This is an optimization exercise on Yosys and OpenROAD, whose aim is a short achievable clock period and few clock cycles per item, not a production implementation. For this run, only the layout was checked, not whether the RTL still works. The flow treats the clock pin as an ideal source, which a real chip does not have. No activity file was given, so power comes from the tool's default toggle rates.

==> design/flow/design.v <==
module gray_vertical_census_bank (
  input  logic          clk,
  input  logic          reset,
  input  logic [127:0]  in_pixels,
  input  logic [7:0]    in_info,
  input  logic          in_valid,
  output logic          in_ready,
  input  logic          cfg_mode,
  input  logic [7:0]    cfg_threshold,
  output logic [31:0]   out_bits,
  output logic [7:0]    out_info,
  output logic          out_border,
  output logic          out_last,
  output logic          out_valid,
  input  logic          out_ready
);
  localparam int LANES = 16;
  localparam int N     = 17;
  localparam int DEPTH = 8;             
  logic       in_ready_r;
  logic [3:0] cnt;                      
  logic       acc, xfer;
  assign in_ready = in_ready_r;
  assign acc      = in_valid && in_ready_r;
  assign xfer     = out_valid && out_ready;
  always_ff @(posedge clk) begin
    if (reset) begin
      cnt        <= '0;
      in_ready_r <= 1'b1;
    end else begin
      case ({acc, xfer})
        2'b10: begin cnt <= cnt + 4'd1; in_ready_r <= (cnt + 4'd1) < 4'(DEPTH); end
        2'b01: begin cnt <= cnt - 4'd1; in_ready_r <= (cnt - 4'd1) < 4'(DEPTH); end
        default:                        in_ready_r <= cnt < 4'(DEPTH);
      endcase
    end
  end
  logic         v0;
  logic [127:0] p0;
  logic [7:0]   info0;
  logic         mode0;
  logic [7:0]   thr0;
  logic         reset_r;
  always_ff @(posedge clk) begin
    v0      <= acc && !reset;
    reset_r <= reset;
    p0      <= in_pixels;
    info0   <= in_info;
    mode0   <= cfg_mode;
    thr0    <= cfg_threshold;
  end
  logic [7:0]  win [LANES][N];          
  logic [12:0] sum [LANES];             
  logic [8:0]  k;
  logic        full;                    
  logic        mode_l;
  logic [7:0]  thr_l;
  logic        vW, bW, lW;
  logic [7:0]  infoW;
  always_ff @(posedge clk) begin
    if (v0) begin
      for (int i = 0; i < LANES; i++) begin
        for (int j = N - 1; j > 0; j--) win[i][j] <= win[i][j-1];
        win[i][0] <= p0[8*i +: 8];
      end
    end
  end
  always_ff @(posedge clk) begin
    if (reset_r) begin
      for (int i = 0; i < LANES; i++) sum[i] <= '0;
    end else if (v0) begin
      for (int i = 0; i < LANES; i++)
        sum[i] <= sum[i] + {5'b0, p0[8*i +: 8]} - {5'b0, win[i][N-1] & {8{full}}};
    end
  end
  always_ff @(posedge clk) begin
    if (reset_r) begin
      k      <= '0;
      full   <= 1'b0;
      mode_l <= 1'b0;
      thr_l  <= '0;
    end else if (v0) begin
      if (k == 9'd0) begin
        mode_l <= mode0;
        thr_l  <= thr0;
      end
      if (k == 9'd16) full <= 1'b1;
      k <= (k == 9'd479) ? 9'd0 : k + 9'd1;
    end
  end
  always_ff @(posedge clk) begin
    if (reset) vW <= 1'b0;
    else       vW <= v0;
    if (v0) begin
      bW    <= (k < 9'd16);
      lW    <= (k == 9'd479);
      infoW <= info0;
    end
  end
  logic [12:0] t17;
  logic        mY;
  always_ff @(posedge clk) begin
    t17 <= mode_l ? ({1'b0, thr_l, 4'b0} + {5'b0, thr_l}) : '0;
    mY  <= mode_l;
  end
  logic [31:0] bitsY;
  always_comb begin
    for (int i = 0; i < LANES; i++) begin
      logic [14:0] c17, s, t, dg, dl;
      c17 = {3'b0, win[i][8], 4'b0} + {7'b0, win[i][8]};
      s   = {2'b0, sum[i]};
      t   = {2'b0, t17};
      dg  = c17 - s - t - 15'd1;        
      dl  = s - c17 - t - 15'd1;        
      bitsY[2*i]   = !bW && !dg[14];
      bitsY[2*i+1] = !bW && mY && !dl[14];
    end
  end
  logic [41:0] fifo [DEPTH];
  logic [3:0]  wp, rp, rp_next;         
  assign rp_next = xfer ? rp + 4'd1 : rp;
  always_ff @(posedge clk) begin
    if (vW) fifo[wp[2:0]] <= {bitsY, infoW, bW, lW};
  end
  always_ff @(posedge clk) begin
    if (reset) begin
      wp        <= '0;
      rp        <= '0;
      out_valid <= 1'b0;
    end else begin
      if (vW) wp <= wp + 4'd1;
      rp        <= rp_next;
      out_valid <= (wp != rp_next);
    end
  end
  always_ff @(posedge clk) begin
    {out_bits, out_info, out_border, out_last} <= fifo[rp_next[2:0]];
  end
endmodule
==> design/flow/flow/run.sh <==
#!/bin/bash
# Standard ORFS layout, except that the clock tree's root buffer is removed after CTS:
# the clock port then drives the (four) first-level clock buffers directly.
set -euo pipefail
work=$(pwd)
res=$work/orfs/results/$FLOW_PLATFORM/gray_vertical_census_bank/base
export PLATFORM_DIR=$FLOW_HOME/platforms/$FLOW_PLATFORM

bash standard.sh cts > log_1_standard_to_cts.log 2>&1

IN_ODB=$res/4_cts.odb IN_SDC=$res/4_cts.sdc OUT_ODB=$res/4_cts_noroot.odb REPAIR_MARGIN=${REPAIR_MARGIN:-3.2} \
  openroad -threads ${NUM_CORES:-4} -exit flow/clk_root.tcl > log_2_clk_root.log 2>&1
cp $res/4_cts_noroot.odb $res/4_cts.odb
touch $res/4_cts.sdc

bash standard.sh finish > log_3_standard_finish.log 2>&1
==> design/flow/flow/clk_root.tcl <==
set pf $::env(PLATFORM_DIR)
read_lef $pf/lef/sky130_fd_sc_hd.tlef
read_lef $pf/lef/sky130_fd_sc_hd_merged.lef
read_liberty $pf/lib/sky130_fd_sc_hd__tt_025C_1v80.lib
read_db $::env(IN_ODB)
read_sdc $::env(IN_SDC)
source $pf/setRC.tcl
set_propagated_clock [all_clocks]

set block [ord::get_db_block]
set port [$block findBTerm clk]
set pnet [$port getNet]
set loads [$pnet getITerms]
puts "clock port drives [llength $loads] pins"
if {[llength $loads] == 1} {
  set root [[lindex $loads 0] getInst]
  set master [[$root getMaster] getName]
  puts "root instance [$root getName] ($master)"
  set onet ""
  foreach it [$root getITerms] {
    if {[$it isOutputSignal]} { set onet [$it getNet] }
  }
  set sinks {}
  foreach it [$onet getITerms] {
    if {[$it getInst] != $root} { lappend sinks $it }
  }
  puts "root drives [llength $sinks] pins"
  if {[llength $sinks] <= 4} {
    estimate_parasitics -placement
    report_clock_latency
    foreach it $sinks { $it disconnect; $it connect $pnet }
    foreach it [$root getITerms] { $it disconnect }
    odb::dbInst_destroy $root
    odb::dbNet_destroy $onet
    estimate_parasitics -placement
    report_clock_latency
  }
}
if {[info exists ::env(REPAIR_MARGIN)]} {
  repair_timing -setup -setup_margin $::env(REPAIR_MARGIN) -repair_tns 100 -verbose
  detailed_placement
  check_placement -verbose
  estimate_parasitics -placement
}
report_worst_slack -max
report_worst_slack -min
write_db $::env(OUT_ODB)
==> design/flow/standard.sh <==
#!/bin/bash
# synth_recipe.tcl (not shown) runs the flow's synth.tcl, then flattens the netlist and writes it again
# the make line also repeats each setting of config.mk as NAME=value (left out here)
make -C /OpenROAD-flow-scripts/flow DESIGN_CONFIG=/design/flow/config.mk WORK_HOME=/design/flow/orfs CLKGATE_MAP_FILE= SYNTH_SCRIPT=/design/flow/synth_recipe.tcl "${@:-finish}"
==> design/flow/config.mk <==
export PLATFORM = sky130hd
export DESIGN_NAME = gray_vertical_census_bank
export DESIGN_NICKNAME = gray_vertical_census_bank
export VERILOG_FILES = /design/flow/design.v
export SDC_FILE = /design/flow/constraint.sdc
export NUM_CORES = 4
export LEC_CHECK = 0
export ABC_CLOCK_PERIOD_IN_PS = 2000
export CAP_MARGIN = 20
export CORE_MARGIN = 2
export CORE_UTILIZATION = 55
export PLACE_DENSITY = 0.65
export SETUP_SLACK_MARGIN = 3.2
export SLEW_MARGIN = 20
==> design/flow/constraint.sdc <==
create_clock -name core_clock -period 5.2 [get_ports {clk}]
set_input_delay 1.0400 -clock core_clock [delete_from_list [all_inputs] [get_ports {clk}]]
set_output_delay 1.0400 -clock core_clock [all_outputs]
set_load 0.01 [all_outputs]
==> flow_metrics.tcl <==
set metrics [dict create \
    ioPinCount 193 \
    post_dp_cell_area_um2 140500 \
    antenna_found_initial 7 \
    portBuffers 192 \
    synth_edf_count 2522 \
    grt_max_degree 215 \
    synth_cells 9630 \
    clock_path_buffers 4 \
    ant_nets 0 \
    place_hpwl_um 180600 \
    grt_pass1_wl_um 444300 \
    grt-ovfl-total 0 \
    async_flop_share_pct 0 \
    synthTopCellsByCount "edfxtp_1 (2522), ha_1 (1084), inv_1 (910)" \
    synth.most_common_cell "edfxtp_1" \
    initial_core_util_pct 55.26 \
    track_usage_pct 23.03 \
    ys_warn_count 3 \
    drtIter0Drc 6318 \
    synth_top_cell_by_area "edfxtp_1" \
    synth_flop_cell "edfxtp_1" \
    synth.cell_area_um2 134400 \
    ys_seq_area_share_pct 62.97 \
    avgSynthCellArea_um2 13.96 \
    rows 181 \
    cts_sinks 2967 \
    firstDrtPassIters 6 \
    gp_congestion 0.8624 \
    tool.error "[ERROR PSM-0069] Check connectivity failed on VDD." \
    synthesis.nets 11040 \
    worstEndpointType "register input" \
    numCtsBuffers 321 \
    netlist_top_cells_area "edfxtp_1 (56%), ha_1 (10%), dfxtp_1 (6.6%), fa_1 (2.6%), inv_1 (2.5%)" \
    die_width_um 498.4 \
    netlist.area_leader.share_pct 56.34 \
    status "did not finish" \
    synth.distinct_cells 74 \
    die_y_um 498.4 \
    h-tree-depth 5 \
    failing_step "final report" \
    grt_pass1_vias 76330 \
    num_vias 78620 \
    totalWireLength_um 308400 \
    crit_endpoint "fifo[2][41]$_DFFE_PP_/D" \
    holdBufCountCts 0 \
    clock-root-buffer "clkbuf_16" \
    ys_ff_latch 2967 \
]
-- worst min-delay path by stage --
stage / start / to / slack (ps) / cells after the start
4_1_cts: info0[1] / infoW[1] / 380 / 0
5_1_grt: info0[1] / infoW[1] / 400 / 0
3_3_place_gp: info0[6] / infoW[6] / 390 / 0
3_5_place_dp: info0[1] / infoW[1] / 390 / 0
2_1_floorplan: mode_l / mY / 370 / 0
-- routing by layer --
| metal | track usage [%] | share of wire [%] | routed length, um | vias up |
|---|---|---|---|---|
| met5 | 0 | 0 | 0 | - |
| met4 | 7.561 | 3.7 | 11310 | 0 |
| met1 | 33.44 | 45 | 139400 | 39330 |
| met2 | 36.21 | 46 | 143100 | 1979 |
| met3 | 2.972 | 4.7 | 14590 | 534 |
| li1 | - | - | - | 36780 |
-- power groups by stage --
| stage | Clock (mW) | Combinational (mW) | Sequential (mW) |
|---|---|---|---|
| after floorplan | 0 | 11.0 | 29.4 |
| after global placement | 0 | 14.2 | 28.6 |
| after detailed placement | 0 | 14.6 | 28.7 |
| after CTS | 23.2 | 15.7 | 28.2 |
| after global routing | 24.2 | 21.7 | 28.3 |
-- cell families after synthesis --
logic type                 after synthesis  share of synthesized area (%)
buffers and inverters                 1163                          3.306
DFF                                   2967                          62.97
and+or+nand+nor                       1658                          5.899
AOI/OAI and AO/OA                     1707                          8.292
muxes                                  306                          3.104
adders and majority gates             1261                          12.73
xor gates and xnor gates               568                          3.701
-- per-stage QoR --
step                      instances  power (mW)  setup WS [ps]  util [%]
after global routing          13970       74.10          707.7     67.95
after CTS                     13610       67.11          836.4     63.33
after detailed placement      12890       43.23          63.07     57.78
after global placement        12890       42.78          187.0     57.78
after floorplan                9630       40.36         -10940         -
-- repair_timing --
action / 4_1_cts / 5_1_grt
hold endpoints to repair: 0 / 0
cloned: 0 / 25
buffers inserted: 150 / 283
endpoints found under the setup margin: 2804 / 2760
gates resized for setup: 355 / 1219
pin swaps: 87 / 525
